From an optimization exercise on the open Yosys and OpenROAD flow, aimed at small area, a short achievable clock period and few clock cycles per item; shortcuts taken in it are not production practice.
At most, simulation tests tie the RTL to the original design; equivalence was not proved.
For runs 1 and 2, only the layout was checked, not whether the RTL still works.
No activity file was given, so power comes from the tool's default toggle rates.

--- design.v ---
`default_nettype none
package qdv_pkg;
    typedef enum logic [1:0] {
        OP_EDGE_A = 2'd0,
        OP_EDGE_B = 2'd1,
        OP_QUERY  = 2'd2,
        OP_RESET  = 2'd3
    } op_t;
    typedef enum logic [1:0] {
        ST_IDLE,
        ST_MUL,
        ST_DIV,
        ST_DONE
    } state_t;
    localparam int unsigned CNT_W   = 32;
    localparam int unsigned SCALE_W = 20;
    localparam int unsigned PROD_W  = 51;
    localparam int unsigned STEP_W  = 6;
    localparam logic [SCALE_W-1:0] US_PER_SEC = SCALE_W'(1000000);
    typedef struct packed {
        op_t         opcode;
        logic        level_a;
        logic        level_b;
        logic [31:0] time_us;
    } in_item_t;
    typedef struct packed {
        logic signed [31:0] tick_count;
        logic signed [31:0] velocity;
        logic               velocity_valid;
    } out_item_t;
endpackage
`default_nettype wire
`default_nettype none
module quadrature_decoder_velocity_core
(
    input  wire logic      clk,
    input  wire logic      rst_n,
    input  wire logic      in_valid,
    output logic           in_stall,
    input  wire logic [35:0] in_data_bits,
    output logic           out_valid,
    input  wire logic      out_stall,
    output logic [64:0]    out_data_bits
);
    localparam int FD = 16;              
    localparam int MW = 45;              
    localparam logic [MW-1:0] SCALE    = MW'(15625);              
    localparam logic [MW-1:0] MAG_MAX1 = MW'(45'h1e847fffc2f7);   
    localparam logic [MW-1:0] MAG_MAX2 = MW'(45'h1e847fff85ee);   
    localparam logic [1:0] C_QRY = 2'd0;
    localparam logic [1:0] C_UP  = 2'd1;
    localparam logic [1:0] C_DN  = 2'd2;
    localparam logic [1:0] C_RST = 2'd3;
    logic        ivalid;
    logic [34:0] ibuf;           
    logic        eqz;            
    logic        stall_r;
    logic        proc;           
    logic        in_fire;
    logic [1:0]  in_op;
    logic [31:0] in_time;
    logic        in_up;
    logic        is_query;
    assign in_op    = ibuf[34:33];
    assign in_time  = ibuf[31:0];
    assign in_up    = ibuf[32];
    assign is_query = (in_op == qdv_pkg::OP_QUERY);
    assign in_stall = stall_r;
    assign in_fire  = in_valid && !stall_r;
    logic [1:0]  fifo_mem [FD];
    logic [4:0]  fcnt;
    logic        fne, ffull;     
    logic [1:0]  head;
    logic [1:0]  push_code;
    logic        pop;
    assign head = fifo_mem[0];
    logic          msgn;
    logic [MW-1:0] mag;
    logic          mzero, mmin, mmax;    
    logic [31:0]   snap_time;
    logic [31:0]   dt_now;
    logic          snap_upd;             
    qdv_add #(.N(32)) u_dt (.a(in_time), .b(~snap_time), .ci(1'b1), .y(dt_now), .co());
    logic        busy, done;
    logic [31:0] dv;             
    logic [32:0] rem;            
    logic [32:0] sq;             
    logic [5:0]  cnt;            
    logic        dneg, dzero, dsat;
    assign proc     = ivalid && !ffull && !(is_query && busy);
    assign snap_upd = proc && (in_op == qdv_pkg::OP_RESET || (is_query && !eqz));
    logic       ivalid_n, isq_n;
    logic [4:0] fc_keep, fc_pop;
    logic       busy_keep, busy_pop;
    logic       stall_keep, stall_pop;
    assign ivalid_n   = in_fire || (ivalid && !proc);
    assign isq_n      = in_fire ? (in_data_bits[35:34] == qdv_pkg::OP_QUERY) : is_query;
    assign fc_keep    = fcnt + {4'd0, proc};
    assign fc_pop     = fcnt + {4'd0, proc} - 5'd1;
    assign busy_keep  = (proc && is_query) || busy;
    assign busy_pop   = (proc && is_query) || (busy && head != C_QRY);
    assign stall_keep = ivalid_n && ((fc_keep == 5'(FD)) || (isq_n && busy_keep));
    assign stall_pop  = ivalid_n && ((fc_pop == 5'(FD)) || (isq_n && busy_pop));
    always_ff @(posedge clk or negedge rst_n)
    begin
        if (!rst_n)
        begin
            ivalid  <= 1'b0;
            stall_r <= 1'b0;
            fcnt    <= '0;
            fne     <= 1'b0;
            ffull   <= 1'b0;
            busy    <= 1'b0;
        end
        else
        begin
            ivalid  <= ivalid_n;
            stall_r <= pop ? stall_pop : stall_keep;
            fcnt    <= pop ? fc_pop : fc_keep;
            fne     <= pop ? (fc_pop != '0) : (fc_keep != '0);
            ffull   <= pop ? (fc_pop == 5'(FD)) : (fc_keep == 5'(FD));
            busy    <= pop ? busy_pop : busy_keep;
        end
    end
    logic eq_old, eq_new;
    assign eq_old = (in_data_bits[31:0] == snap_time);
    assign eq_new = (in_data_bits[31:0] == in_time);
    always_ff @(posedge clk)
    begin
        if (in_fire)
        begin
            ibuf <= {in_data_bits[35:34],
                     in_data_bits[34] ^ (in_data_bits[33] != in_data_bits[32]),
                     in_data_bits[31:0]};
            eqz  <= snap_upd ? eq_new : eq_old;
        end
    end
    always_comb
    begin
        case (in_op)
            qdv_pkg::OP_EDGE_A, qdv_pkg::OP_EDGE_B: push_code = in_up ? C_UP : C_DN;
            qdv_pkg::OP_QUERY:                      push_code = C_QRY;
            default:                                push_code = C_RST;
        endcase
    end
    always_ff @(posedge clk)
    begin
        for (int i = 0; i < FD; i++)
        begin
            if (pop)
            begin
                if (proc && fcnt == 5'(i + 1))
                    fifo_mem[i] <= push_code;
                else if (i != FD - 1)
                    fifo_mem[i] <= fifo_mem[(i + 1) % FD];
            end
            else if (proc && fcnt == 5'(i))
                fifo_mem[i] <= push_code;
        end
    end
    logic           mag_add;
    logic [MW-1:0]  mag_step;
    logic           sgn_step;
    logic [13:0]    lo_add, lo_sub;
    logic           c_add, c_sub;
    logic [MW-15:0] t_inc, t_dec;
    logic [MW-1:0]  mag_inc, mag_dec;
    assign mag_add = mzero || (in_up ? !msgn : (msgn && !mmin));
    qdv_add #(.N(14)) u_mag_add (.a(mag[13:0]), .b(SCALE[13:0]), .ci(1'b0),
        .y(lo_add), .co(c_add));
    qdv_add #(.N(14)) u_mag_sub (.a(mag[13:0]), .b(~SCALE[13:0]), .ci(1'b1),
        .y(lo_sub), .co(c_sub));
    qdv_pand #(.N(MW-14)) u_mag_inc (.x(mag[MW-1:14]), .t(t_inc));
    qdv_pand #(.N(MW-14)) u_mag_dec (.x(~mag[MW-1:14]), .t(t_dec));
    assign mag_inc  = {mag[MW-1:14] ^ (t_inc & {(MW-14){c_add}}), lo_add};
    assign mag_dec  = {mag[MW-1:14] ^ (t_dec & {(MW-14){!c_sub}}), lo_sub};
    assign mag_step = mag_add ? mag_inc : mag_dec;
    always_comb
    begin
        if (mzero)
            sgn_step = !in_up;
        else if (mmin && !in_up)
            sgn_step = 1'b0;         
        else if (mmax && in_up)
            sgn_step = 1'b1;         
        else
            sgn_step = msgn;
    end
    always_ff @(posedge clk or negedge rst_n)
    begin
        if (!rst_n)
        begin
            msgn      <= 1'b0;
            mag       <= '0;
            mzero     <= 1'b1;
            mmin      <= 1'b0;
            mmax      <= 1'b0;
            snap_time <= '0;
        end
        else if (proc)
        begin
            if (!in_op[1])
            begin
                mag  <= mag_step;
                msgn <= sgn_step;
                if (in_up)
                begin
                    mzero <= msgn && (mag == SCALE);
                    mmin  <= mmax;
                    mmax  <= !msgn && (mag == MAG_MAX2);
                end
                else
                begin
                    mzero <= !msgn && (mag == SCALE);
                    mmin  <= msgn && (mag == MAG_MAX1);
                    mmax  <= mmin;
                end
            end
            else if (snap_upd)
            begin
                mag       <= '0;
                msgn      <= 1'b0;
                mzero     <= 1'b1;
                mmin      <= 1'b0;
                mmax      <= 1'b0;
                snap_time <= in_time;
            end
        end
    end
    logic        rneg;
    logic [31:0] dv_hi;          
    logic [31:0] dv_rev;
    logic [33:0] trial;
    logic        qbit;
    logic        skip16, skip8, skip4, skip2;
    assign rneg = rem[32];
    always_comb
        for (int p = 0; p < 32; p++)
            dv_rev[p] = !dv[31 - p];
    logic [31:0] dv_hr;
    qdv_pand #(.N(32)) u_dvhi (.x(dv_rev), .t(dv_hr));
    always_comb
        for (int p = 0; p < 32; p++)
            dv_hi[p] = dv_hr[31 - p];
    always_comb
    begin
        logic [31:0] m16, m8, m4, m2;
        for (int j = 0; j < 32; j++)
        begin
            m16[j] = (j + 16 >= 32) ? 1'b1 : dv_hi[(j + 16) % 32];
            m8[j]  = (j + 8 >= 32) ? 1'b1 : dv_hi[(j + 8) % 32];
            m4[j]  = (j + 4 >= 32) ? 1'b1 : dv_hi[(j + 4) % 32];
            m2[j]  = (j + 2 >= 32) ? 1'b1 : dv_hi[(j + 2) % 32];
        end
        skip16 = !rneg && (cnt >= 6'd16) && ((rem[31:0] & m16) == '0) && ((sq[32:17] & dv_hi[15:0]) == '0);
        skip8  = !rneg && (cnt >= 6'd8)  && ((rem[31:0] & m8) == '0)  && ((sq[32:25] & dv_hi[7:0]) == '0);
        skip4  = !rneg && (cnt >= 6'd4)  && ((rem[31:0] & m4) == '0)  && ((sq[32:29] & dv_hi[3:0]) == '0);
        skip2  = !rneg && (cnt >= 6'd2)  && ((rem[31:0] & m2) == '0)  && ((sq[32:31] & dv_hi[1:0]) == '0);
    end
    qdv_add #(.N(34)) u_trial (.a({rem, sq[32]}),
        .b(rneg ? {2'b00, dv} : ~{2'b00, dv}), .ci(!rneg), .y(trial), .co());
    assign qbit = !trial[33];
    logic [31:0] quo, quo_t, quo_neg;
    logic [31:0] vel;
    logic        vsat;
    assign quo = sq[31:0];
    qdv_pand #(.N(32)) u_neg (.x(~quo), .t(quo_t));
    assign quo_neg = quo ^ ~quo_t;
    assign vsat    = dsat || (quo[31] && (!dneg || !quo_t[31]));
    always_comb
    begin
        if (dzero)
            vel = '0;
        else if (vsat)
            vel = dneg ? 32'h8000_0000 : 32'h7fff_ffff;
        else
            vel = dneg ? quo_neg : quo;
    end
    always_ff @(posedge clk or negedge rst_n)
    begin
        if (!rst_n)
            done <= 1'b0;
        else if (proc && is_query)
            done <= eqz;
        else if (pop && head == C_QRY)
            done <= 1'b0;
        else if (busy && !done)
        begin
            if (skip16 || skip8 || skip4 || skip2)
            begin
                if (cnt == (skip16 ? 6'd16 : skip8 ? 6'd8 : skip4 ? 6'd4 : 6'd2))
                    done <= 1'b1;
            end
            else if (cnt == 6'd1 || (cnt == 6'd33 && qbit))
                done <= 1'b1;
        end
    end
    always_ff @(posedge clk)
    begin
        if (proc && is_query)
        begin
            dv    <= dt_now;
            dzero <= eqz;
            dneg  <= msgn;
            dsat  <= 1'b0;
            rem   <= {15'd0, mag[44:27]};
            sq    <= {mag[26:0], 6'd0};
            cnt   <= 6'd33;
        end
        else if (busy && !done)
        begin
            if (skip16)
            begin
                rem <= {rem[16:0], sq[32:17]};
                sq  <= {sq[16:0], 16'd0};
                cnt <= cnt - 6'd16;
            end
            else if (skip8)
            begin
                rem <= {rem[24:0], sq[32:25]};
                sq  <= {sq[24:0], 8'd0};
                cnt <= cnt - 6'd8;
            end
            else if (skip4)
            begin
                rem <= {rem[28:0], sq[32:29]};
                sq  <= {sq[28:0], 4'd0};
                cnt <= cnt - 6'd4;
            end
            else if (skip2)
            begin
                rem <= {rem[30:0], sq[32:31]};
                sq  <= {sq[30:0], 2'd0};
                cnt <= cnt - 6'd2;
            end
            else
            begin
                rem <= trial[32:0];
                sq  <= {sq[31:0], qbit};
                cnt <= cnt - 6'd1;
                if (cnt == 6'd33 && qbit)
                    dsat <= 1'b1;
            end
        end
    end
    logic        ovalid;
    logic [31:0] otick;
    logic [31:0] ovel;
    logic        ovv;
    logic        hok;            
    logic [31:0] tick_ti, tick_td, tick_next;
    qdv_pand #(.N(32)) u_tick_i (.x(otick), .t(tick_ti));
    qdv_pand #(.N(32)) u_tick_d (.x(~otick), .t(tick_td));
    always_comb
    begin
        case (head)
            C_UP:    tick_next = otick ^ tick_ti;
            C_DN:    tick_next = otick ^ tick_td;
            C_RST:   tick_next = '0;
            default: tick_next = otick;
        endcase
    end
    assign hok = fne && (head != C_QRY || done);
    assign pop = hok && (!ovalid || !out_stall);
    always_ff @(posedge clk or negedge rst_n)
    begin
        if (!rst_n)
        begin
            ovalid <= 1'b0;
            otick  <= '0;
        end
        else
        begin
            ovalid <= pop || (ovalid && out_stall);
            otick  <= pop ? tick_next : otick;
        end
    end
    always_ff @(posedge clk)
    begin
        if (pop)
        begin
            ovel <= (head == C_QRY) ? vel : '0;
            ovv  <= (head == C_QRY) && !dzero;
        end
    end
    assign out_valid     = ovalid;
    assign out_data_bits = {otick, ovel, ovv};
endmodule
module qdv_add #(parameter int N = 32)
(
    input  wire logic [N-1:0] a,
    input  wire logic [N-1:0] b,
    input  wire logic         ci,
    output logic [N-1:0]      y,
    output logic              co
);
    logic [N-1:0] p, g, gg, pg;
    always_comb
    begin
        p  = a ^ b;
        g  = a & b;
        g[0] = g[0] | (p[0] & ci);
        gg = g;
        pg = p;
        for (int l = 1; l < N; l = l * 2)
            for (int i = 0; i < N; i++)
                if ((i & l) != 0)
                begin
                    gg[i] = gg[i] | (pg[i] & gg[(i & ~(2 * l - 1)) + l - 1]);
                    pg[i] = pg[i] & pg[(i & ~(2 * l - 1)) + l - 1];
                end
    end
    assign y  = p ^ {gg[N-2:0], ci};
    assign co = gg[N-1];
endmodule
module qdv_pand #(parameter int N = 32)
(
    input  wire logic [N-1:0] x,
    output logic [N-1:0]      t
);
    logic [N-1:0] q;
    always_comb
    begin
        q = x;
        for (int l = 1; l < N; l = l * 2)
            for (int i = 0; i < N; i++)
                if ((i & l) != 0)
                    q[i] = q[i] & q[(i & ~(2 * l - 1)) + l - 1];
    end
    assign t = {q[N-2:0], 1'b1};
endmodule
`default_nettype wire
--- run.sh ---
#!/bin/bash
# synth_recipe.tcl (not shown) runs the flow's synth.tcl, then flattens the netlist and writes it again
# the make line also repeats each setting of config.mk as NAME=value (left out here)
make -C /OpenROAD-flow-scripts/flow DESIGN_CONFIG=/design/flow/config.mk WORK_HOME=/design/flow/orfs CLKGATE_MAP_FILE= SYNTH_SCRIPT=/design/flow/synth_recipe.tcl finish
--- config.mk ---
export PLATFORM = sky130hd
export DESIGN_NAME = quadrature_decoder_velocity_core
export DESIGN_NICKNAME = quadrature_decoder_velocity_core
export VERILOG_FILES = /design/flow/design.v
export SDC_FILE = /design/flow/constraint.sdc
export NUM_CORES = 4
export LEC_CHECK = 0
export CAP_MARGIN = 20
export CORE_MARGIN = 2
export CORE_UTILIZATION = 40
export SLEW_MARGIN = 20
--- constraint.sdc ---
create_clock -name core_clock -period 8.0 [get_ports {clk}]
set_input_delay 1.6000 -clock core_clock [delete_from_list [all_inputs] [get_ports {clk}]]
set_output_delay 1.6000 -clock core_clock [all_outputs]
set_load 0.01 [all_outputs]
==> results of run 1 <==
-- routing by layer --
layer / vias up / routed length (um)
li1: 9148 / -
met1: 9394 / 30200
met2: 827 / 30400
met3: 152 / 5760
met4: 4 / 2280
met5: - / 30
-- report_power, final --
group | switching (W) | internal, W
combinational | 0.00384 | 0.00275
sequential | 0.00123 | 0.00277
clock | 0.000761 | 0.00108
-- stage by stage --
step / hold slack, ns / area, um^2 / std cells / utilization
6_report: 0.524 / 25200 / 3298 / 0.457
5_1_grt: 0.555 / 25200 / 3297 / 0.457
4_1_cts: 0.529 / 25200 / 3297 / 0.457
3_5_place_dp: 0.510 / 23800 / 3222 / 0.433
3_3_place_gp: 0.506 / 23800 / 3221 / 0.433
2_1_floorplan: 0.451 / 22300 / 2509 / -
-- kinds of logic after synthesis --
logic type	synth area share
xor gates and xnor gates	0.0718
AOI/OAI and AO/OA	0.203
muxes	0.0339
adders and majority gates	0.0613
buffers and inverters	0.0532
and+or+nand+nor	0.182
DFF	0.395
-- registers in the layout (all words and copies together), names as in the netlist, 5 cells and up --
register   count
cnt            6
fcnt           5
ovel          32
rem           33
mag           45
ibuf          35
otick         32
dv            32
snap_time     32
fifo_mem      32
sq            33
-- cells in the final DEF (no fill, tap or decap), drive strengths merged, types with 13 or more instances in the layout --
cell type	Yosys	final
dfrtp	124	124
clkbuf	122	54
inv	128	128
ha	91	91
dfxtp	56	56
a21o	20	20
nand3	56	56
mux2i	61	61
buf	44	26
nor2b	32	32
or3	38	38
and3	22	22
nand2	256	256
nor3	55	55
o22ai	14	14
nor2	215	215
a21oi	197	197
xor2	59	59
nand4	26	26
a22oi	18	18
nand2b	23	23
xnor2	124	124
clkinv	1	17
a22o	14	14
o211ai	18	18
mux2	13	13
clkdlybuf4s50	0	105
a211oi	22	22
a222oi	23	23
o31ai	26	26
edfxtp	152	152
a221oi	19	19
a31oi	20	20
nor4	29	29
o21ai	198	198
or4	15	15
-- worst max-delay path, delay by kind of cell (launching register included) --
kind	cells	cell delay [ns]
xor+xnor	1	0.21
simple gates	4	0.63
flops	1	1.03
compound gates	9	1.94
fa+ha+maj	2	0.94
-- layout make-up --
cell class,instances,share of cell area
diodes,1,0.0000994
clock buffers,54,0.0439
clock inverters,21,0.00885
inverters,129,0.0192
multi-input cells,1881,0.491
flip-flops and latches,333,0.350
well taps,748,0.0372
repair buffers,131,0.0498
-- how the worst min path moves through the flow --
stage | endpoint | slack (ns) | depth (start not counted)
2_1_floorplan | dzero | 0.45 | 0
3_3_place_gp | fifo_mem[8][1] | 0.51 | 2
3_5_place_dp | ovalid | 0.51 | 2
4_1_cts | ovalid | 0.53 | 2
5_1_grt | ovalid | 0.56 | 2
6_report | ovalid | 0.52 | 2
==> summary.txt, run 1 <==
status: timing/DRC/antenna clean
initial core utilization: 0.405
reg2reg path depth: 16
Final Hold Vio Count: 0
number of I/O pins: 107
max_cap viols: 0
fin worst setup slack: 3.10 ns
first-pass GRT wire length: 108000 um
initial DRC count: 1836
Critical Path RT: 8.48 ns
Post-synth EDFFs: 152
Port Buf Inserts: 106
antenna viol nets, final: 0
fin crit period: 4.90 ns
GR peak layer: met2
Worst setup startpoint: rem[32]
hpwl dp: 48600 um
Synth Cell Area: 22300 um^2
commonest cells in the netlist: nand2_1 (254), nor2_1 (213), a21oi_1 (196), o21ai_0 (154), edfxtp_1 (152)
worst reg-to-reg setup slack: 3.10 ns
vias per cell: 5.92
f_max: 204 MHz
root buffer cell: clkbuf_16
syn nets: 2651
largest net degree at the start of global routing: 99
Slowest Stage Delay on Critical Path: 1.03 ns
Die Ht: 240 um
Final period util: 0.612
post_cts resized: 0
CP Capture Point: done
setup TNS: 0 ns
Slew Limit Fails: 0
Worst setup EP type: register
Max stage delay cell, worst path: dfxtp_2
RD Place Congestion: 0.961
routed via count: 19.5k
H-tree depth: 2
R2R Path End: done
Die ar.: 57700 um^2
ys flop type: edfxtp_1
Max Root-Sink Buffers: 3
CTS buffer count: 41
Worst Setup Start Kind: register
Clock Latency Late Sink: 0.57 ns
leakage: 9.77 nW
sequential fraction of the synthesis area: 0.395
clk slew on worst S/H paths: 0.06 ns
Pwr Total: 0.0124 W
DR WL/cell: 20.8 um
postcts setup bufs: 0
GR Util met2: 0.372
Worst Path Arrival: 5.38 ns
RSZ-0062 raised after global routing: false
final wirelength: 68700 um
CTS tree: done
CP cell instances: xor2_1 > fa_1 > nand3b_1 > a21o_1 > a2111o_1 > a311oi_1 > nor3_1 > o21bai_1 > a21o_1 > a21oi_1 > fa_1 > nor2b_1 > o211ai_1 > nor2_1 > a221oi_1 > o31ai_1
vias in the first global route: 18.6k
Fillers: 5309
Sequential Area: 8820 um^2
grt met3 use: 0.0471
DRC: 0
top-count cell post-synth: nand2_1
peak supply drop: 260 uV
Synth top area share: 0.204
worst slew pin tran: 1.11 ns
skew final: 0.0299 ns
share of layout cells above drive strength 1: 0.0592
worst hold-check path type: register to register
GR Util All Layers: 0.239
Die X: 240 um
row count: 86
synthesis-stage register bit count: 333
critical path class: register to register
post-synth cell types: 108
Yosys top cell by area: edfxtp_1
antenna violations before repair: 2
startpoint of the worst hold path: ovalid
total iterations of the first detailed-routing run: 8
Synth-to-Final Area Change: 12.8%
Reg-to-Reg Start: rem[32]
Syn. warnings: 7
core area: 55100 um^2
Remaining Overflow, GRT: 0
Rel. slew slack: 0.259
clock sinks: 333
Avg Cell Area, Syn: 8.90 um^2
# setup viols final: 0
Power Density: 494 nW/um^2
nets@finish: 2659
CP Max Fanout: 35
Hold-fix buffers, CTS: 0
met1 Track Usage GR: 0.330
Setup WS pre-CTS: 3.09 ns
async set-reset flop share out of synthesis: 0.375
area of the multi-input gates: 12400 um^2
Synth area leaders: edfxtp_1 (20%), dfrtp_1 (14%), ha_1 (5.1%)
Mapped Cells: 2509
==> inputs of run 2 (changes only) <==
--- a/config.mk
+++ b/config.mk
@@ -9,3 +9,5 @@
 export CORE_MARGIN = 2
-export CORE_UTILIZATION = 40
+export CORE_UTILIZATION = 55
+export PLACE_DENSITY = 0.65
+export SETUP_SLACK_MARGIN = 4.2
 export SLEW_MARGIN = 20
==> run 2 against run 1 <==
Net effect: still clean; flip-flop and latch count is the same; maximum frequency grew 25%; area after synthesis is the same; first-iteration DRC count increased by 37%; die area is 27% lower; register-to-register slack improved by 0.96 ns; clock power about the same; highest routed layer is now met4.
==> summary.txt, run 2 <==
status: timing/DRC/antenna clean (unchanged)
Final Hold Vio Count: 0 (unchanged)
commonest cells in the netlist: nand2_1 (254), nor2_1 (213), a21oi_1 (196), o21ai_0 (154), edfxtp_1 (152) (unchanged)
# setup viols final: 0 (unchanged)
first-pass GRT wire length: 106000 um (was 108000 um)
most common cell after layout, fill and taps aside: nand2_1 (unchanged)
H-tree depth: 2 (unchanged)
final wirelength: 68000 um (was 68700 um)
clk slew on worst S/H paths: 0.06 ns (about the same)
CP Max Fanout: 5 (was 35)
clock sinks: 333 (unchanged)
Max Root-Sink Buffers: 3 (unchanged)
antenna viol nets, final: 0 (unchanged)
vias per cell: 6.39 (was 5.92)
Mapped Cells: 2509 (unchanged)
CTS tree: done (unchanged)
row count: 73 (was 86)
biggest regs: mag x45, ibuf x35 (unchanged)
Slew Limit Fails: 0 (unchanged)
Synth top area share: 0.204 (unchanged)
number of flip-flops under the largest register name: 45 (unchanged)
max_cap viols: 0 (unchanged)
f_max: 254 MHz (was 204 MHz)
Pwr Total: 0.0126 W (was 0.0124 W)
syn nets: 2651 (unchanged)
Synth-to-Final Area Change: 13.4% (was 12.8%)
Rel. slew slack: 0.326 (was 0.259)
Worst setup EP type: register (unchanged)
WHS: 0.493 ns (was 0.524 ns)
nets@finish: 2691 (was 2659)
root buffer cell: clkbuf_16 (unchanged)
leakage: 9.98 nW (was 9.77 nW)
RSZ-0062 raised after global routing: true (was false)
setup TNS: 0 ns (unchanged)
total iterations of the first detailed-routing run: 10 (was 8)
Clock Latency Late Sink: 0.57 ns (about the same)
CP cell instances: buf_16 > nor2_1 > a21oi_1 > fa_2 > nand3b_1 > a21o_1 > a2111o_1 > a311oi_2 > nor3_2 > o21bai_1 > a21o_1 > a21oi_2 > fa_2 > nor2b_2 > o211ai_1 > nor2_1 > a221oi_1 > o31ai_1 (was xor2_1 > fa_1 > nand3b_1 > a21o_1 > a2111o_1 > a311oi_1 > nor3_1 > o21bai_1 > a21o_1 > a21oi_1 > fa_1 > nor2b_1 > o211ai_1 > nor2_1 > a221oi_1 > o31ai_1)
DRC: 0 (unchanged)
initial core utilization: 0.559 (was 0.405)
share of layout cells above drive strength 1: 0.0798 (was 0.0592)
Setup WS pre-CTS: 3.34 ns (was 3.09 ns)
Port Buf Inserts: 106 (unchanged)
Synth area leaders: edfxtp_1 (20%), dfrtp_1 (14%), ha_1 (5.1%) (unchanged)
Post-synth EDFFs: 152 (unchanged)
Final period util: 0.492 (was 0.612)
Die ar.: 42200 um^2 (was 57700 um^2)
number of I/O pins: 107 (unchanged)
Max stage delay cell, worst path: a2111o_1 (was dfxtp_2)
largest register by flop count: mag (unchanged)
fin crit period: 3.93 ns (was 4.90 ns)
Worst Path Arrival: 4.41 ns (was 5.38 ns)
hpwl dp: 46700 um (was 48600 um)
CTS buffer count: 39 (was 41)
sequential fraction of the synthesis area: 0.395 (unchanged)
post-synth cell types: 108 (unchanged)
Slowest Stage Delay on Critical Path: 0.50 ns (was 1.03 ns)
Synth Cell Area: 22300 um^2 (unchanged)
ant diodes: 0 (was 1)
top-count cell post-synth: nand2_1 (unchanged)
Worst Setup Start Kind: register (unchanged)
vias in the first global route: 18.7k (was 18.6k)
largest net degree at the start of global routing: 82 (was 99)
Final Cell Area: 25300 um^2 (was 25200 um^2)
core area: 39900 um^2 (was 55100 um^2)
skew final: 0.0169 ns (was 0.0299 ns)
Critical Path RT: 8.48 ns (about the same)
DR WL/cell: 21.9 um (was 20.8 um)
fin worst setup slack: 4.07 ns (was 3.10 ns)
peak supply drop: 291 uV (was 260 uV)
Yosys top cell by area: edfxtp_1 (unchanged)
Remaining Overflow, GRT: 0 (unchanged)
worst hold-check path type: register to register (unchanged)
worst slew pin tran: 1.01 ns (was 1.11 ns)
ys flop type: edfxtp_1 (unchanged)
Die Ht: 205 um (was 240 um)
Hold-fix buffers, CTS: 0 (unchanged)
Syn. warnings: 7 (unchanged)
commonest non-fill, non-tap cells in the layout: nand2_1 (253), nor2_1 (212), a21oi_1 (194) (was nand2_1 (253), nor2_1 (212), a21oi_1 (196))
Avg Cell Area, Syn: 8.90 um^2 (unchanged)
synthesis-stage register bit count: 333 (unchanged)
DP Area: 23500 um^2 (was 23800 um^2)
routed via count: 19.8k (was 19.5k)
Die X: 205 um (was 240 um)
RD Place Congestion: 0.958 (was 0.961)
initial DRC count: 2523 (was 1836)
GR Util All Layers: 0.322 (was 0.239)
antenna violations before repair: 0 (was 2)
async set-reset flop share out of synthesis: 0.375 (unchanged)
Power Density: 499 nW/um^2 (was 494 nW/um^2)
critical path class: register to register (unchanged)
[run 2: cell count changes in the layout (fill, tap and decap cells not counted), moves of 4 or more]
| cell | change |
|---|---|
| buf_12 | +4 |
| clkbuf_1 | -4 |
| buf_4 | +24 |
| clkinv_1 | -4 |
[run 2: path summary, 6_finish.rpt]
check | start | endpoint | slack (ns) | depth (start not counted)
setup / recovery | rem[32] | done | 4.07 | 18
setup reg to reg | rem[32] | done | 4.07 | 18
max in group asynchronous | rst_n | mag[23] | 5.60 | 2
hold / removal | msgn | dneg | 0.49 | 0
hold reg to reg | msgn | dneg | 0.49 | 0
min in group asynchronous | rst_n | done | 1.03 | 1
[run 2: logic make-up (layout without fill, tap and decap cells)]
| family | count (synthesis) | count (layout) | share of synthesized area |
|---|---|---|---|
| AND/OR/NAND/NOR | 822 | 824 | 0.182 |
| AO/OA/AOI/OAI | 699 | 699 | 0.203 |
| flip-flops | 333 | 333 | 0.395 |
| buffers and inverters | 295 | 364 | 0.0532 |
| XOR/XNOR | 183 | 183 | 0.0718 |
| adder cells (fa/ha/maj) | 103 | 103 | 0.0613 |
| multiplexers | 74 | 74 | 0.0339 |
[run 2: through the flow]
stage | std cells | utilization
2_1_floorplan | 2509 | -
3_3_place_gp | 2995 | 0.589
3_5_place_dp | 2995 | 0.590
4_1_cts | 3080 | 0.627
5_1_grt | 3105 | 0.634
6_report | 3105 | 0.634
[run 2: final cells by class]
cell class / count / area, um^2
Clock buffer: 52 / 1120
Clock inverter: 20 / 170
Fill cell: 3395 / 14600
Inverter: 129 / 485
Multi-Input combinational cell: 1883 / 12500
Sequential cell: 333 / 8820
Tap cell: 525 / 657
Timing Repair Buffer: 163 / 1580
[run 2: per-layer routing]
metal	share of wire	up-vias	wire [um]	global-route usage
li1	-	9227	-	-
met1	0.43	9383	29100	0.452
met2	0.43	1023	29400	0.487
met3	0.099	206	6740	0.0717
met4	0.039	0	2670	0.117
met5	0	-	0	0
[run 2: repair_timing]
action | in CTS | in global routing
buffers inserted | 12 | 24
resized for setup | 14 | 21
pin swaps | 5 | 11
gates cloned | 1 | 1
endpoints found under the setup margin | 75 | 39
[run 2: report_power, final]
part	total [W]	internal [W]	leakage (nW)	switching, W
clock network	0.00181	0.00105	0.638	0.000751
logic	0.00687	0.00292	5.76	0.00395
registers	0.00396	0.00277	3.58	0.00118
[run 2: worst max-delay path, delay by kind of cell (launching register included)]
family / cells / cell delay, ns
AO/OA/AOI/OAI: 10 / 1.88
adder cells (fa/ha/maj): 2 / 0.80
buffers and inverters: 1 / 0.14
flip-flops: 1 / 0.38
AND/OR/NAND/NOR: 5 / 0.64
==> inputs of run 3 (changes only) <==
--- a/design.v
+++ b/design.v
@@ -89,5 +89,8 @@
     logic        dneg, dzero, dsat;
-    assign proc     = ivalid && !ffull && !(is_query && busy);
-    assign snap_upd = proc && (in_op == qdv_pkg::OP_RESET || (is_query && !eqz));
-    logic       ivalid_n, isq_n;
+    logic       proc_keep, proc_pop;
+    assign proc_keep = ivalid && !ffull && !(is_query && busy);
+    assign proc_pop  = ivalid && !ffull && !(is_query && busy && head != C_QRY);
+    assign proc      = pop ? proc_pop : proc_keep;
+    assign snap_upd  = proc && (in_op == qdv_pkg::OP_RESET || (is_query && !eqz));
+    logic       ivalid_keep, ivalid_pop, isq_n;
     logic [4:0] fc_keep, fc_pop;
@@ -95,10 +98,11 @@
     logic       stall_keep, stall_pop;
-    assign ivalid_n   = in_fire || (ivalid && !proc);
-    assign isq_n      = in_fire ? (in_data_bits[35:34] == qdv_pkg::OP_QUERY) : is_query;
-    assign fc_keep    = fcnt + {4'd0, proc};
-    assign fc_pop     = fcnt + {4'd0, proc} - 5'd1;
-    assign busy_keep  = (proc && is_query) || busy;
-    assign busy_pop   = (proc && is_query) || (busy && head != C_QRY);
-    assign stall_keep = ivalid_n && ((fc_keep == 5'(FD)) || (isq_n && busy_keep));
-    assign stall_pop  = ivalid_n && ((fc_pop == 5'(FD)) || (isq_n && busy_pop));
+    assign ivalid_keep = in_fire || (ivalid && !proc_keep);
+    assign ivalid_pop  = in_fire || (ivalid && !proc_pop);
+    assign isq_n       = in_fire ? (in_data_bits[35:34] == qdv_pkg::OP_QUERY) : is_query;
+    assign fc_keep     = fcnt + {4'd0, proc_keep};
+    assign fc_pop      = fcnt + {4'd0, proc_pop} - 5'd1;
+    assign busy_keep   = (proc_keep && is_query) || busy;
+    assign busy_pop    = (proc_pop && is_query) || (busy && head != C_QRY);
+    assign stall_keep  = ivalid_keep && ((fc_keep == 5'(FD)) || (isq_n && busy_keep));
+    assign stall_pop   = ivalid_pop && ((fc_pop == 5'(FD)) || (isq_n && busy_pop));
     always_ff @(posedge clk or negedge rst_n)
@@ -116,3 +120,3 @@
         begin
-            ivalid  <= ivalid_n;
+            ivalid  <= pop ? ivalid_pop : ivalid_keep;
             stall_r <= pop ? stall_pop : stall_keep;
@@ -288,3 +292,5 @@
         begin
-            if (skip16 || skip8 || skip4 || skip2)
+            if (dsat)
+                done <= 1'b1;
+            else if (skip16 || skip8 || skip4 || skip2)
             begin
@@ -293,3 +299,3 @@
             end
-            else if (cnt == 6'd1 || (cnt == 6'd33 && qbit))
+            else if (cnt == 6'd1)
                 done <= 1'b1;
--- a/config.mk
+++ b/config.mk
@@ -9,5 +9,5 @@
 export CORE_MARGIN = 2
-export CORE_UTILIZATION = 55
-export PLACE_DENSITY = 0.65
-export SETUP_SLACK_MARGIN = 4.2
+export CORE_UTILIZATION = 50
+export PLACE_DENSITY = 0.62
+export SETUP_SLACK_MARGIN = 4.7
 export SLEW_MARGIN = 20
==> run 3 against run 2 <==
Net effect: register-to-register slack better by 0.40 ns; largest power group unchanged; still clean; clock skew is 0.0027 ns higher; first-iteration DRC count is 9.2% lower; non-clock buffer count is 130 higher; die area is 9.5% higher; sequential share of layout area is 3.1 points lower; clock power hardly changed; total power is 8.4% higher; maximum frequency is 11% higher.
==> summary.txt, run 3 <==
WHS: 0.530 ns (was 0.493 ns)
fin crit period: 3.53 ns (was 3.93 ns)
WP buf/inv: 1 (unchanged)
sequential fraction of the synthesis area: 0.396 (was 0.395)
routed via count: 20.6k (was 19.8k)
initial DRC count: 2291 (was 2523)
Port Buf Inserts: 106 (unchanged)
reg2reg path depth: 14 (was 18)
GR Util All Layers: 0.309 (was 0.322)
largest family of logic cells by synthesized area: compound AO/OA/AOI/OAI gates (unchanged)
CP dominant cell by count: a21o_1
grt met3 use: 0.0613 (was 0.0717)
Syn. warnings: 7 (unchanged)
ys flop type: edfxtp_1 (unchanged)
vias in the first global route: 19.8k (was 18.7k)
Fillers: 3672 (was 3395)
worst slew pin tran: 0.997 ns (was 1.01 ns)
commonest cells in the netlist: nor2_1 (228), a21oi_1 (210), nand2_1 (195), o21ai_0 (188), edfxtp_1 (152) (was nand2_1 (254), nor2_1 (213), a21oi_1 (196), o21ai_0 (154), edfxtp_1 (152))
Cell Count, Final, Fillers Out: 3297 (was 3105)
Slowest Stage Delay on Critical Path: 0.45 ns (was 0.50 ns)
mux cell area share after synthesis: 0.0587 (was 0.0339)
largest net degree at the start of global routing: 84 (was 82)
Max Root-Sink Buffers: 3 (unchanged)
async set-reset flop share out of synthesis: 0.375 (unchanged)
Slew Limit Fails: 0 (unchanged)
status: timing/DRC/antenna clean (unchanged)
delay-heaviest family, CP: compound AO/OA/AOI/OAI gates (unchanged)
CP Depth: 14 (was 18)
Post-synth EDFFs: 152 (unchanged)
post-synth cell types: 83 (was 108)
Final Cell Area: 28000 um^2 (was 25300 um^2)
Synth Cell Area: 22200 um^2 (was 22300 um^2)
Die Ht: 215 um (was 205 um)
DR WL/cell: 22.4 um (was 21.9 um)
leakage: 10.9 nW (was 9.98 nW)
final wirelength: 73800 um (was 68000 um)
Yosys top cell by area: edfxtp_1 (unchanged)
simple-gate portion of the synthesized area: 0.171 (was 0.182)
RD Place Congestion: 0.918 (was 0.958)
ant diodes: 0 (unchanged)
CP cell instances: buf_12 > xnor2_2 > ha_1 > a21o_1 > a221o_1 > or3_4 > a31oi_4 > a211oi_4 > o31ai_2 > nand2b_1 > a21o_1 > a21oi_2 > fa_2 > o21ai_2 (was buf_16 > nor2_1 > a21oi_1 > fa_2 > nand3b_1 > a21o_1 > a2111o_1 > a311oi_2 > nor3_2 > o21bai_1 > a21o_1 > a21oi_2 > fa_2 > nor2b_2 > o211ai_1 > nor2_1 > a221oi_1 > o31ai_1)
Die X: 215 um (was 205 um)
share of layout cells above drive strength 1: 0.187 (was 0.0798)
vias per cell: 6.25 (was 6.39)
Hold Path Depth: 2 (was 0)
root buffer cell: clkbuf_16 (unchanged)
nets@finish: 2816 (was 2691)
peak supply drop: 304 uV (was 291 uV)
commonest non-fill, non-tap cells in the layout: nor2_1 (212), a21oi_1 (196), nand2_1 (183) (was nand2_1 (253), nor2_1 (212), a21oi_1 (194))
Die ar.: 46200 um^2 (was 42200 um^2)
Post-Synth XOR/XNOR Area: 0.0728 (was 0.0718)
initial core utilization: 0.505 (was 0.559)
Max stage delay cell, worst path: fa_2 (was a2111o_1)
Worst setup EP type: register (unchanged)
critical path class: register to register (unchanged)
Synth area leaders: edfxtp_1 (21%), dfrtp_1 (14%), ha_1 (5.1%) (was edfxtp_1 (20%), dfrtp_1 (14%), ha_1 (5.1%))
first-pass GRT wire length: 113000 um (was 106000 um)
biggest regs: mag x45, ibuf x35 (unchanged)
skew final: 0.0196 ns (was 0.0169 ns)
Remaining Overflow, GRT: 0 (unchanged)
GR Util met2: 0.490 (was 0.487)
number of I/O pins: 107 (unchanged)
most common cell after layout, fill and taps aside: nor2_1 (was nand2_1)
antenna viol nets, final: 0 (unchanged)
Worst Setup Start Kind: register (unchanged)
core area: 44000 um^2 (was 39900 um^2)
hpwl dp: 46100 um (was 46700 um)
largest register by flop count: mag (unchanged)
CTS tree: done (unchanged)
CP Max Fanout: 8 (was 5)
adder-cell share of the synthesized area: 0.0611 (was 0.0613)
top-count cell post-synth: nor2_1 (was nand2_1)
DRC: 0 (unchanged)
number of flip-flops under the largest register name: 45 (unchanged)
Worst Path Arrival: 4.03 ns (was 4.41 ns)
Final Hold Vio Count: 0 (unchanged)
Final period util: 0.442 (was 0.492)
DP Cell Count: 3058 (was 2995)
row count: 77 (was 73)
syn nets: 2631 (was 2651)
Rel. slew slack: 0.333 (was 0.326)
Avg Cell Area, Syn: 8.94 um^2 (was 8.90 um^2)
CTS buffer count: 39 (unchanged)
RSZ-0062 raised after global routing: true (unchanged)
Synth-to-Final Area Change: 25.7% (was 13.4%)
Compound-Gate Fraction of Synth Area: 0.194 (was 0.203)
GR peak layer: met2 (unchanged)
max_cap viols: 0 (unchanged)
DP Area: 23800 um^2 (was 23500 um^2)
worst hold-check path type: register to register (unchanged)
met1 Track Usage GR: 0.414 (was 0.452)
setup TNS: 0 ns (unchanged)
Power Density: 490 nW/um^2 (was 499 nW/um^2)
H-tree depth: 2 (unchanged)
clock sinks: 333 (unchanged)
clk slew on worst S/H paths: 0.06 ns (about the same)
# setup viols final: 0 (unchanged)
Synth top area share: 0.205 (was 0.204)
Clock Latency Late Sink: 0.58 ns (was 0.57 ns)
Critical Path RT: 8.50 ns (was 8.48 ns)
Mapped Cells: 2489 (was 2509)
total iterations of the first detailed-routing run: 6 (was 10)
f_max: 283 MHz (was 254 MHz)
synthesis-stage register bit count: 333 (unchanged)
antenna violations before repair: 1 (was 0)
-- run 3: cell count changes in the layout (fill, tap and decap cells not counted), sizes merged, moves of 13 or more --
cell,delta
mux2i,+29
or3,+21
mux2,+23
inv,-19
a21oi,+13
a222oi,-20
buf,+125
a221o,+14
xnor2,-21
nor2,+16
xor2,+23
nand2,-57
-- run 3: area by class of cell --
| cell class | instances | area, um^2 | area share |
|---|---|---|---|
| Clock buffer | 56 | 1140 | 0.0409 |
| Tap cell | 592 | 741 | 0.0265 |
| Inverter | 116 | 447 | 0.0160 |
| Sequential cell | 333 | 8860 | 0.317 |
| Clock inverter | 16 | 170 | 0.00609 |
| Multi-Input combinational cell | 1891 | 13600 | 0.486 |
| Timing Repair Buffer | 293 | 3020 | 0.108 |
-- run 3: worst paths after layout --
check | start | to | slack (ns)
setup reg to reg | rem[32] | rem[32] | 4.47
setup / recovery | rem[32] | rem[32] | 4.47
min in group asynchronous | rst_n | snap_time[25] | 0.98
max in group asynchronous | rst_n | otick[7] | 5.57
hold reg to reg | fifo_mem[3][0] | fifo_mem[3][0] | 0.53
hold / removal | fifo_mem[3][0] | fifo_mem[3][0] | 0.53
-- run 3: timing repair --
| action | in CTS | in global routing |
|---|---|---|
| pin swaps | 84 | 53 |
| endpoints found under the setup margin | 336 | 148 |
| gates resized for setup | 195 | 114 |
| buffers inserted | 104 | 42 |
| gates cloned | 17 | 4 |
| hold buffers | 0 | 0 |
-- run 3: per-stage QoR --
step                setup WS [ns]  total power [W]  utilization
floorplan                    4.55          0.00824            -
global placement             2.95           0.0100        0.541
detailed placement           2.84           0.0102        0.541
CTS                          4.50           0.0130        0.616
global route                 4.32           0.0145        0.635
finish                       4.47           0.0137        0.635
-- run 3: per-layer routing --
metal,part of all wire,wire length (um),vias up
li1,-,-,9433
met5,0.000054,4,-
met3,0.083,6150,232
met2,0.45,33400,990
met1,0.42,31000,9934
met4,0.045,3330,2
-- run 3: tightest hold or removal path, delay by kind of cell, from the launching register on --
| kind | cells | cell delay [ns] |
|---|---|---|
| flip-flops | 1 | 0.30 |
| multiplexers | 2 | 0.18 |
-- run 3: power breakdown --
| part | internal, W | switching, W | leakage [nW] | total (W) |
|---|---|---|---|---|
| logic | 0.00359 | 0.00437 | 6.75 | 0.00796 |
| registers | 0.00277 | 0.00112 | 3.54 | 0.00389 |
| clock network | 0.00109 | 0.000745 | 0.656 | 0.00184 |
| total | 0.00745 | 0.00624 | 10.9 | 0.0137 |
-- run 3: cells by family (layout without fill, tap and decap cells) --
logic type                 after synthesis  count (layout)
adders and majority gates              102             102
DFF                                    333             333
AOI/OAI and AO/OA                      688             688
buffers and inverters                  270             481
xor gates and xnor gates               185             185
and+or+nand+nor                        785             790
muxes                                  126             126
Testbench counts of run 3, summed over its fixed seeds: cycles 32,309, items 24,063.
==> inputs of run 4 (changes only) <==
--- a/config.mk
+++ b/config.mk
@@ -9,5 +9,6 @@
 export CORE_MARGIN = 2
-export CORE_UTILIZATION = 50
-export PLACE_DENSITY = 0.62
-export SETUP_SLACK_MARGIN = 4.7
+export CORE_UTILIZATION = 55
+export PLACE_DENSITY = 0.65
+export SETUP_SLACK_MARGIN = 4.5
 export SLEW_MARGIN = 20
+export TNS_END_PERCENT = 0
==> run 4 against run 3 <==
Net effect: design area fell by 7.7%; critical path depth fell by 4; register-to-register slack got worse by 0.18 ns; routed wire length fell by 10%; utilization rose by 1.3 points; flip-flop and latch count did not move; sequential share of layout area rose by 2.5 points; clock power rose by 4%; maximum frequency fell by 4.8%; count of clock-buffer cells in the layout did not move; worst hold slack got worse by 0.017 ns; still clean on timing, DRC and antenna.
==> summary.txt, run 4 <==
antenna viol nets, final: 0 (unchanged)
Final period util: 0.464 (was 0.442)
number of flip-flops under the largest register name: 45 (unchanged)
root buffer cell: clkbuf_16 (unchanged)
Die ar.: 42100 um^2 (was 46200 um^2)
Worst setup EP type: register (unchanged)
DR WL/cell: 21.4 um (was 22.4 um)
ys flop type: edfxtp_1 (unchanged)
synthesis-stage register bit count: 333 (unchanged)
Die X: 205 um (was 215 um)
worst slew pin tran: 1.01 ns (was 0.997 ns)
Cell Count, Final, Fillers Out: 3102 (was 3297)
Synth-to-Final Area Change: 16.0% (was 25.7%)
end of the worst hold path: dneg (was fifo_mem[3][0])
hpwl dp: 44800 um (was 46100 um)
total iterations of the first detailed-routing run: 6 (unchanged)
Sequential Power Share: 0.308 (was 0.284)
final wirelength: 66300 um (was 73800 um)
share of layout cells above drive strength 1: 0.0993 (was 0.187)
commonest non-fill, non-tap cells in the layout: nor2_1 (219), a21oi_1 (204), nand2_1 (188) (was nor2_1 (212), a21oi_1 (196), nand2_1 (183))
Pwr Total: 0.0125 W (was 0.0137 W)
DRC: 0 (unchanged)
Die Ht: 205 um (was 215 um)
nets@finish: 2689 (was 2816)
setup TNS: 0 ns (unchanged)
H-tree depth: 2 (unchanged)
initial DRC count: 2084 (was 2291)
Synth top area share: 0.205 (unchanged)
skew final: 0.0250 ns (was 0.0196 ns)
fin worst setup slack: 4.29 ns (was 4.47 ns)
number of I/O pins: 107 (unchanged)
CP dominant cell by count: or4_1 (was a21o_1)
max_cap viols: 0 (unchanged)
top-count cell post-synth: nor2_1 (unchanged)
biggest regs: mag x45, ibuf x35 (unchanged)
CP Max Fanout: 10 (was 8)
Clock Latency Late Sink: 0.57 ns (was 0.58 ns)
core area: 39800 um^2 (was 44000 um^2)
CTS buffer count: 39 (unchanged)
post-synth cell types: 83 (unchanged)
critical path class: register to register (unchanged)
first-pass GRT wire length: 105000 um (was 113000 um)
Max stage delay cell, worst path: or4_1 (was fa_2)
CTS tree: done (unchanged)
Max Root-Sink Buffers: 3 (unchanged)
# setup viols final: 0 (unchanged)
Synth area leaders: edfxtp_1 (21%), dfrtp_1 (14%), ha_1 (5.1%) (unchanged)
RD Place Congestion: 0.948 (was 0.918)
Clock Power Share: 0.153 (was 0.134)
worst hold-check path type: register to register (unchanged)
largest net degree at the start of global routing: 89 (was 84)
syn nets: 2631 (unchanged)
RSZ-0062 raised after global routing: true (unchanged)
clock sinks: 333 (unchanged)
Avg Cell Area, Syn: 8.94 um^2 (unchanged)
Remaining Overflow, GRT: 0 (unchanged)
sequential fraction of the synthesis area: 0.396 (unchanged)
combinational share of power: 0.539 (was 0.582)
Hold-fix buffers, CTS: 0 (unchanged)
routed via count: 19.6k (was 20.6k)
Worst Path Arrival: 4.12 ns (was 4.03 ns)
Yosys top cell by area: edfxtp_1 (unchanged)
switch share: 0.452 (was 0.456)
delay-heaviest family, CP: simple AND/OR/NAND/NOR gates (was compound AO/OA/AOI/OAI gates)
largest register by flop count: mag (unchanged)
Post-synth EDFFs: 152 (unchanged)
Power Density: 486 nW/um^2 (was 490 nW/um^2)
vias per cell: 6.32 (was 6.25)
fin crit period: 3.71 ns (was 3.53 ns)
ant diodes: 0 (unchanged)
CP cell instances: or4_1 > or4_1 > nor4_4 > nand3b_1 > o41ai_2 > nor3_2 > buf_4 > a22o_1 > a222oi_1 > o21ai_0 (was buf_12 > xnor2_2 > ha_1 > a21o_1 > a221o_1 > or3_4 > a31oi_4 > a211oi_4 > o31ai_2 > nand2b_1 > a21o_1 > a21oi_2 > fa_2 > o21ai_2)
status: timing/DRC/antenna clean (unchanged)
Worst Setup Start Kind: register (unchanged)
antenna violations before repair: 1 (unchanged)
clk slew on worst S/H paths: 0.06 ns (about the same)
initial core utilization: 0.559 (was 0.505)
Rel. slew slack: 0.323 (was 0.333)
vias in the first global route: 18.7k (was 19.8k)
Slew Limit Fails: 0 (unchanged)
Synth Cell Area: 22200 um^2 (unchanged)
Hold Path Depth: 0 (was 2)
Mapped Cells: 2489 (unchanged)
most common cell after layout, fill and taps aside: nor2_1 (unchanged)
Slowest Stage Delay on Critical Path: 0.57 ns (was 0.45 ns)
commonest cells in the netlist: nor2_1 (228), a21oi_1 (210), nand2_1 (195), o21ai_0 (188), edfxtp_1 (152) (unchanged)
reg2reg path depth: 10 (was 14)
DP Cell Count: 2991 (was 3058)
leakage: 9.95 nW (was 10.9 nW)
peak supply drop: 223 uV (was 304 uV)
P_int: 0.00688 W (was 0.00745 W)
Final Hold Vio Count: 0 (unchanged)
f_max: 269 MHz (was 283 MHz)
Port Buf Inserts: 106 (unchanged)
worst reg-to-reg setup slack: 4.29 ns (was 4.47 ns)
Syn. warnings: 7 (unchanged)
sw power: 0.00566 W (was 0.00624 W)
row count: 73 (was 77)
WP buf/inv: 1 (unchanged)
Reg-to-Reg Start: dv[14] (was rem[32])
Fillers: 3375 (was 3672)
async set-reset flop share out of synthesis: 0.375 (unchanged)
startpoint of the worst hold path: msgn (was fifo_mem[3][0])
Setup WS pre-CTS: 2.92 ns (was 2.84 ns)
GR Util All Layers: 0.318 (was 0.309)
Critical Path RT: 8.41 ns (was 8.50 ns)
R2R Path End: rem[22] (was rem[32])
==> run 4: cell counts after synthesis <==
Identical to the previous run, type by type.
==> run 4: logic make-up (layout without fill, tap and decap cells) <==
family | after synthesis | in the layout | share of synthesized area
simple gates | 785 | 789 | 0.171
compound gates | 688 | 688 | 0.194
buf+inv | 270 | 354 | 0.0463
xor+xnor | 185 | 185 | 0.0728
fa+ha+maj | 102 | 102 | 0.0611
flops | 333 | 333 | 0.396
mux | 126 | 126 | 0.0587
==> run 4: routing by layer <==
metal	vias to the layer above	part of all wire	track usage
met2	917	0.45	0.490
met4	2	0.037	0.122
li1	9174	-	-
met1	9334	0.44	0.449
met3	184	0.077	0.0498
met5	-	0.00020	0
==> run 4: final cells by class <==
type / count / area (um^2) / area share
Tap cell: 525 / 657 / 0.0255
Timing Repair Buffer: 167 / 1700 / 0.0658
Clock inverter: 15 / 219 / 0.00849
Clock buffer: 56 / 1150 / 0.0447
Multi-Input combinational cell: 1890 / 12800 / 0.497
Inverter: 116 / 439 / 0.0170
Sequential cell: 333 / 8820 / 0.342
==> run 4: power groups by stage <==
stage,sequential (W),clock [W],combinational (W)
final,0.00386,0.00192,0.00675
after detailed placement,0.00382,0,0.00623
after floorplan,0.00325,0,0.00491
after global placement,0.00381,0,0.00610
after global routing,0.00392,0.00202,0.00747
after CTS,0.00380,0.00195,0.00663
==> run 4: worst max-delay path by stage <==
stage	endpoint	from	slack (ns)	cells past startpoint
after detailed placement	eqz	out_stall	2.92	12
after CTS	rem[32]	rem[32]	4.38	14
after floorplan	rem[0]	out_stall	4.46	8
final	rem[22]	dv[14]	4.29	10
after global routing	eqz	out_stall	4.24	14
after global placement	eqz	out_stall	2.96	12
==> run 4: per-stage QoR <==
step                hold WS (ns)   util  cell area, um^2
floorplan                  0.463      -            22300
global placement           0.491  0.593            23600
detailed placement         0.502  0.593            23600
CTS                        0.518  0.645            25700
global route               0.550  0.648            25800
finish                     0.513  0.648            25800
==> run 4: repair_timing <==
| action | in CTS | in global routing |
|---|---|---|
| gates cloned | 6 | 1 |
| endpoints found under the setup margin | 232 | 210 |
| gates resized for setup | 83 | 12 |
| pin swaps | 28 | 7 |
| buffers inserted | 31 | 2 |
==> inputs of run 5 (changes only) <==
--- a/config.mk
+++ b/config.mk
@@ -11,4 +11,3 @@
 export PLACE_DENSITY = 0.65
-export SETUP_SLACK_MARGIN = 4.5
+export SETUP_SLACK_MARGIN = 4.3
 export SLEW_MARGIN = 20
-export TNS_END_PERCENT = 0
==> run 5 against run 4 <==
Net effect: synthesized cell count is the same; largest cell class unchanged; combinational power grew 1%; clock skew grew 0.0025 ns; still clean on timing, DRC and antenna.
==> summary.txt, run 5 <==
worst hold-check path type: register to register (unchanged)
syn nets: 2631 (unchanged)
grt met3 use: 0.0662 (was 0.0498)
root buffer cell: clkbuf_16 (unchanged)
initial DRC count: 1959 (was 2084)
H-tree depth: 2 (unchanged)
leakage: 9.97 nW (was 9.95 nW)
number of flip-flops under the largest register name: 45 (unchanged)
initial core utilization: 0.559 (unchanged)
worst slew pin tran: 0.958 ns (was 1.01 ns)
GR Util All Layers: 0.315 (was 0.318)
DP Cell Count: 2991 (unchanged)
Synth area leaders: edfxtp_1 (21%), dfrtp_1 (14%), ha_1 (5.1%) (unchanged)
Synth top area share: 0.205 (unchanged)
biggest regs: mag x45, ibuf x35 (unchanged)
# setup viols final: 0 (unchanged)
share of layout cells above drive strength 1: 0.104 (was 0.0993)
GR Util met2: 0.493 (was 0.490)
Die Ht: 205 um (unchanged)
antenna violations before repair: 0 (was 1)
async set-reset flop share out of synthesis: 0.375 (unchanged)
Post-synth EDFFs: 152 (unchanged)
Max Root-Sink Buffers: 3 (unchanged)
synthesis-stage register bit count: 333 (unchanged)
vias in the first global route: 18.7k (unchanged)
Final Hold Vio Count: 0 (unchanged)
Worst Setup Start Kind: register (unchanged)
Avg Cell Area, Syn: 8.94 um^2 (unchanged)
routed via count: 19.6k (about the same)
largest net degree at the start of global routing: 84 (was 89)
largest register by flop count: mag (unchanged)
status: timing/DRC/antenna clean (unchanged)
GR peak layer: met2 (unchanged)
Port Buf Inserts: 106 (unchanged)
core area: 39800 um^2 (unchanged)
Die ar.: 42100 um^2 (unchanged)
skew final: 0.0276 ns (was 0.0250 ns)
Final period util: 0.470 (was 0.464)
Hold-fix buffers, CTS: 0 (unchanged)
Clock Latency Late Sink: 0.58 ns (was 0.57 ns)
top-count cell post-synth: nor2_1 (unchanged)
setup TNS: 0 ns (unchanged)
Cell Count, Final, Fillers Out: 3113 (was 3102)
Rel. slew slack: 0.359 (was 0.323)
CP Max Fanout: 9 (was 10)
peak supply drop: 251 uV (was 223 uV)
Slew Limit Fails: 0 (unchanged)
commonest non-fill, non-tap cells in the layout: nor2_1 (220), a21oi_1 (205), nand2_1 (189) (was nor2_1 (219), a21oi_1 (204), nand2_1 (188))
Mapped Cells: 2489 (unchanged)
Synth-to-Final Area Change: 16.3% (was 16.0%)
RSZ-0062 raised after global routing: true (unchanged)
DRC: 0 (unchanged)
RD Place Congestion: 0.951 (was 0.948)
post-synth cell types: 83 (unchanged)
CTS tree: done (unchanged)
first-pass GRT wire length: 105000 um (about the same)
Synth Cell Area: 22200 um^2 (unchanged)
Worst Path Arrival: 4.25 ns (was 4.12 ns)
Syn. warnings: 7 (unchanged)
clk slew on worst S/H paths: 0.06 ns (about the same)
critical path class: register to register (unchanged)
Power Density: 484 nW/um^2 (was 486 nW/um^2)
Worst setup EP type: register (unchanged)
final wirelength: 67200 um (was 66300 um)
ys flop type: edfxtp_1 (unchanged)
DR WL/cell: 21.6 um (was 21.4 um)
hpwl dp: 45600 um (was 44800 um)
fin crit period: 3.76 ns (was 3.71 ns)
total iterations of the first detailed-routing run: 6 (unchanged)
ant diodes: 0 (unchanged)
antenna viol nets, final: 0 (unchanged)
CTS buffer count: 39 (unchanged)
clock sinks: 333 (unchanged)
max_cap viols: 0 (unchanged)
most common cell after layout, fill and taps aside: nor2_1 (unchanged)
Die X: 205 um (unchanged)
Yosys top cell by area: edfxtp_1 (unchanged)
vias per cell: 6.29 (was 6.32)
number of I/O pins: 107 (unchanged)
Remaining Overflow, GRT: 0 (unchanged)
nets@finish: 2700 (was 2689)
met1 Track Usage GR: 0.437 (was 0.449)
commonest cells in the netlist: nor2_1 (228), a21oi_1 (210), nand2_1 (195), o21ai_0 (188), edfxtp_1 (152) (unchanged)
sequential fraction of the synthesis area: 0.396 (unchanged)
Critical Path RT: 8.49 ns (was 8.41 ns)
row count: 73 (unchanged)
f_max: 266 MHz (was 269 MHz)
run 5: power by group:
| part | switching [W] | internal (W) | total (W) |
|---|---|---|---|
| Clock | 0.000749 | 0.00108 | 0.00183 |
| Combinational | 0.00388 | 0.00296 | 0.00684 |
| Sequential | 0.00110 | 0.00275 | 0.00385 |
| Total | 0.00573 | 0.00679 | 0.0125 |
run 5: worst max-delay path, stage by stage, from the launching register on:
cell and delay [ns]:
dfxtp_4 0.39, buf_12 0.16, xnor2_1 0.13, ha_1 0.33, a21o_1 0.20, a221o_1 0.35
or3_4 0.35, a31oi_4 0.26, a211oi_4 0.10, o31ai_2 0.28, nand2b_1 0.12, a21o_1 0.20
a21oi_2 0.20, fa_2 0.47, o21ai_2 0.13
run 5: logic make-up (layout without fill, tap and decap cells):
kind of cell               Yosys count  in the layout  synth area share
and+or+nand+nor                    785            788             0.171
buffers and inverters              270            366            0.0463
DFF                                333            333             0.396
adders and majority gates          102            102            0.0611
xor gates and xnor gates           185            185            0.0728
muxes                              126            126            0.0587
AOI/OAI and AO/OA                  688            688             0.194
run 5: per-layer routing:
layer  up-vias  part of all wire
met2       905              0.45
met1      9315              0.43
met3       166             0.088
li1       9188                 -
met4         0             0.034
met5         -                 0
run 5: path summary, 6_finish.rpt:
check	start	slack, ns	cells after the start	to
min reg2reg	msgn	0.51	0	dneg
min in group asynchronous	rst_n	1.00	1	snap_time[22]
max reg2reg	rem[32]	4.24	14	rem[32]
min	msgn	0.51	0	dneg
max in group asynchronous	rst_n	5.67	2	mag[13]
max	rem[32]	4.24	14	rem[32]
run 5: per-stage QoR:
stage | hold slack [ns] | setup WS [ns] | util | area [um^2] | total power (W)
3_3_place_gp | 0.492 | 3.18 | 0.593 | 23600 | 0.00996
3_5_place_dp | 0.494 | 3.09 | 0.593 | 23600 | 0.0101
4_1_cts | 0.506 | 4.14 | 0.636 | 25300 | 0.0122
5_1_grt | 0.518 | 4.13 | 0.650 | 25900 | 0.0134
2_1_floorplan | 0.463 | 4.34 | - | 22300 | 0.00814
6_report | 0.507 | 4.24 | 0.650 | 25900 | 0.0125
run 5: area by class of cell:
class / instances / area, um^2
Sequential cell: 333 / 8820
Clock inverter: 10 / 144
Timing Repair Buffer: 179 / 1780
Tap cell: 525 / 657
Fill cell: 3395 / 14000
Clock buffer: 61 / 1170
Multi-Input combinational cell: 1889 / 12800
Inverter: 116 / 444
run 5: timing repair:
item	4_1_cts	5_1_grt
pin swaps	8	22
resized for setup	49	49
setup buffers	14	29
cloned	4	4
setup endpoints to repair	185	147
hold endpoints to repair	0	0
==> inputs of run 6 (changes only) <==
--- a/config.mk
+++ b/config.mk
@@ -11,3 +11,3 @@
 export PLACE_DENSITY = 0.65
-export SETUP_SLACK_MARGIN = 4.3
+export SETUP_SLACK_MARGIN = 4.4
 export SLEW_MARGIN = 20
==> run 6 against run 5 <==
Net effect: via count rose by 0.93%; cell count increased by 0.51%; utilization rose by 0.82 points; largest power group unchanged; flip-flop and latch count unchanged; design area rose by 1.3%; register-to-register slack better by 0.16 ns; sequential power hardly changed; clock skew down 0.0082 ns; area after synthesis did not move; first-iteration DRC count increased by 3.0%.
==> summary.txt, run 6 <==
syn nets: 2631 (unchanged)
Mapped Cells: 2489 (unchanged)
post-synth cell types: 83 (unchanged)
clock sinks: 333 (unchanged)
H-tree depth: 2 (unchanged)
commonest non-fill, non-tap cells in the layout: nor2_1 (218), a21oi_1 (205), nand2_1 (188) (was nor2_1 (220), a21oi_1 (205), nand2_1 (189))
sequential fraction of the synthesis area: 0.396 (unchanged)
startpoint of the worst hold path: msgn (unchanged)
Worst Path Arrival: 4.10 ns (was 4.25 ns)
core area: 39800 um^2 (unchanged)
commonest cells in the netlist: nor2_1 (228), a21oi_1 (210), nand2_1 (195), o21ai_0 (188), edfxtp_1 (152) (unchanged)
leakage: 10.1 nW (was 9.97 nW)
first-pass GRT wire length: 105000 um (about the same)
Worst setup EP type: register (unchanged)
Remaining Overflow, GRT: 0 (unchanged)
Power Density: 486 nW/um^2 (was 484 nW/um^2)
fin crit period: 3.60 ns (was 3.76 ns)
Syn. warnings: 7 (unchanged)
Worst setup startpoint: rem[32] (unchanged)
nets@finish: 2715 (was 2700)
critical path class: register to register (unchanged)
Slew Limit Fails: 0 (unchanged)
largest register by flop count: mag (unchanged)
hpwl dp: 45000 um (was 45600 um)
Rel. slew slack: 0.306 (was 0.359)
Die ar.: 42100 um^2 (unchanged)
most common cell after layout, fill and taps aside: nor2_1 (unchanged)
vias per cell: 6.31 (was 6.29)
initial core utilization: 0.559 (unchanged)
antenna violations before repair: 1 (was 0)
row count: 73 (unchanged)
CTS tree: done (unchanged)
async set-reset flop share out of synthesis: 0.375 (unchanged)
vias in the first global route: 18.6k (was 18.7k)
number of I/O pins: 107 (unchanged)
biggest regs: mag x45, ibuf x35 (unchanged)
# setup viols final: 0 (unchanged)
Final Hold Vio Count: 0 (unchanged)
Synth area leaders: edfxtp_1 (21%), dfrtp_1 (14%), ha_1 (5.1%) (unchanged)
Yosys top cell by area: edfxtp_1 (unchanged)
setup TNS: 0 ns (unchanged)
share of layout cells above drive strength 1: 0.119 (was 0.104)
status: timing/DRC/antenna clean (unchanged)
DRC: 0 (unchanged)
Synth top area share: 0.205 (unchanged)
CP Max Fanout: 7 (was 9)
RD Place Congestion: 0.947 (was 0.951)
GR Util All Layers: 0.319 (was 0.315)
Die Ht: 205 um (unchanged)
initial DRC count: 2018 (was 1959)
RSZ-0062 raised after global routing: true (unchanged)
Port Buf Inserts: 106 (unchanged)
number of flip-flops under the largest register name: 45 (unchanged)
Reg-to-Reg Start: rem[32] (unchanged)
peak supply drop: 240 uV (was 251 uV)
routed via count: 19.8k (was 19.6k)
antenna viol nets, final: 0 (unchanged)
Final period util: 0.450 (was 0.470)
worst slew pin tran: 1.03 ns (was 0.958 ns)
Die X: 205 um (unchanged)
Synth-to-Final Area Change: 17.7% (was 16.3%)
f_max: 278 MHz (was 266 MHz)
DR WL/cell: 21.6 um (about the same)
WHS: 0.510 ns (was 0.507 ns)
skew final: 0.0194 ns (was 0.0276 ns)
top-count cell post-synth: nor2_1 (unchanged)
worst hold-check path type: register to register (unchanged)
Avg Cell Area, Syn: 8.94 um^2 (unchanged)
Worst Setup Start Kind: register (unchanged)
Critical Path RT: 8.50 ns (was 8.49 ns)
largest net degree at the start of global routing: 89 (was 84)
Synth Cell Area: 22200 um^2 (unchanged)
Post-synth EDFFs: 152 (unchanged)
root buffer cell: clkbuf_16 (unchanged)
Clock Latency Late Sink: 0.57 ns (was 0.58 ns)
ys flop type: edfxtp_1 (unchanged)
synthesis-stage register bit count: 333 (unchanged)
CTS buffer count: 39 (unchanged)
ant diodes: 0 (unchanged)
total iterations of the first detailed-routing run: 7 (was 6)
max_cap viols: 0 (unchanged)
final wirelength: 67500 um (was 67200 um)
Max Root-Sink Buffers: 3 (unchanged)
clk slew on worst S/H paths: 0.06 ns (about the same)
-- run 6: cell counts after synthesis --
Identical to the previous run, type by type.
-- run 6: worst paths after layout --
| kind | to | slack (ns) | cells after the start |
|---|---|---|---|
| setup reg to reg | rem[32] | 4.40 | 14 |
| hold / removal | dneg | 0.51 | 0 |
| hold reg to reg | dneg | 0.51 | 0 |
| min in group asynchronous | snap_time[23] | 1.01 | 1 |
| setup / recovery | rem[32] | 4.40 | 14 |
| max in group asynchronous | otick[1] | 5.59 | 2 |
-- run 6: what timing repair did --
item | in CTS | in global routing
setup endpoints to repair | 229 | 159
hold endpoints to repair | 0 | 0
setup buffers | 28 | 30
resized for setup | 71 | 63
pin swaps | 18 | 25
hold buffers | 0 | 0
gates cloned | 8 | 1
-- run 6: worst max-delay path: stages (launching register included) --
cell      delay, ns
dfxtp_4        0.38
buf_12         0.16
xnor2_1        0.13
ha_1           0.35
a21o_1         0.21
a221o_1        0.32
or3_4          0.34
a31oi_4        0.20
a211oi_2       0.11
o31ai_2        0.21
nand2b_1       0.12
a21o_1         0.21
a21oi_4        0.19
fa_2           0.47
o21ai_1        0.12
-- run 6: final cells by class --
type / instances / area, um^2
fillers: 3320 / 13600
inverters: 116 / 445
well taps: 525 / 657
clock buffers: 54 / 1150
repair buffers: 193 / 1980
clock inverters: 18 / 188
multi-input cells: 1890 / 13000
flip-flops and latches: 333 / 8820
-- run 6: logic make-up after synthesis --
logic type	synth area share
xor+xnor	0.0728
flops	0.396
buf+inv	0.0463
fa+ha+maj	0.0611
mux	0.0587
simple gates	0.171
compound gates	0.194
-- run 6: per-layer routing --
metal | wire, um | vias up | global-route usage
li1 | - | 9230 | -
met1 | 29300 | 9377 | 0.446
met2 | 29700 | 958 | 0.487
met3 | 5880 | 190 | 0.0619
met4 | 2650 | 2 | 0.128
met5 | 13 | - | 0
-- run 6: power breakdown --
| part | internal (W) | switching [W] | leakage, nW |
|---|---|---|---|
| Clock | 0.00108 | 0.000761 | 0.652 |
| Sequential | 0.00275 | 0.00108 | 3.55 |
| Combinational | 0.00309 | 0.00397 | 5.93 |
-- run 6: metrics by stage --
step / power, W / utilization / setup slack, ns / std cells / instance area [um^2]
2_1_floorplan: 0.00816 / - / 4.41 / 2489 / 22300
3_3_place_gp: 0.00994 / 0.593 / 3.18 / 2990 / 23600
3_5_place_dp: 0.0101 / 0.593 / 3.06 / 2990 / 23600
4_1_cts: 0.0123 / 0.644 / 4.28 / 3098 / 25600
5_1_grt: 0.0136 / 0.658 / 4.25 / 3129 / 26200
6_report: 0.0127 / 0.658 / 4.40 / 3129 / 26200

-- port drivers added, routing unchanged --
No port has a modelled driver above. Below, the same layouts with a new extraction and two added sets of constraints. Step 1 assumes that a clkbuf_16 drives the clock port and a buf_2 every other input. Step 2 moves the port delays by t, midway between the first and last clock arrival at a register: inputs arrive t later, outputs are due t later. That takes back most of the time a late clock gives input paths. a / b / c = no drivers / after step 1 / after step 2; a / b = the first two.
run	shift t [ns]	slack for setup (ns)	worst setup path at the end	latest minus earliest clock arrival (ns)	pins driven straight from the clock port
run 1	0.619	3.103 / 3.103 / 3.103	register to register	0.032 / 0.032	1
run 2	0.613	4.067 / 4.067 / 3.967	input to register	0.018 / 0.017	1
run 3	0.631	4.466 / 4.466 / 4.108	input to register	0.020 / 0.019	1
run 4	0.615	4.289 / 4.289 / 3.763	input to register	0.025 / 0.025	1
run 5	0.625	4.243 / 4.243 / 3.771	input to register	0.029 / 0.029	1
run 6	0.620	4.403 / 4.403 / 4.156	input to register	0.020 / 0.020	1
After both steps every run listed still meets setup and hold. The setup slack of run 4, which loses most, moves by 0.000 ns with the drivers and by -0.526 ns with both steps.
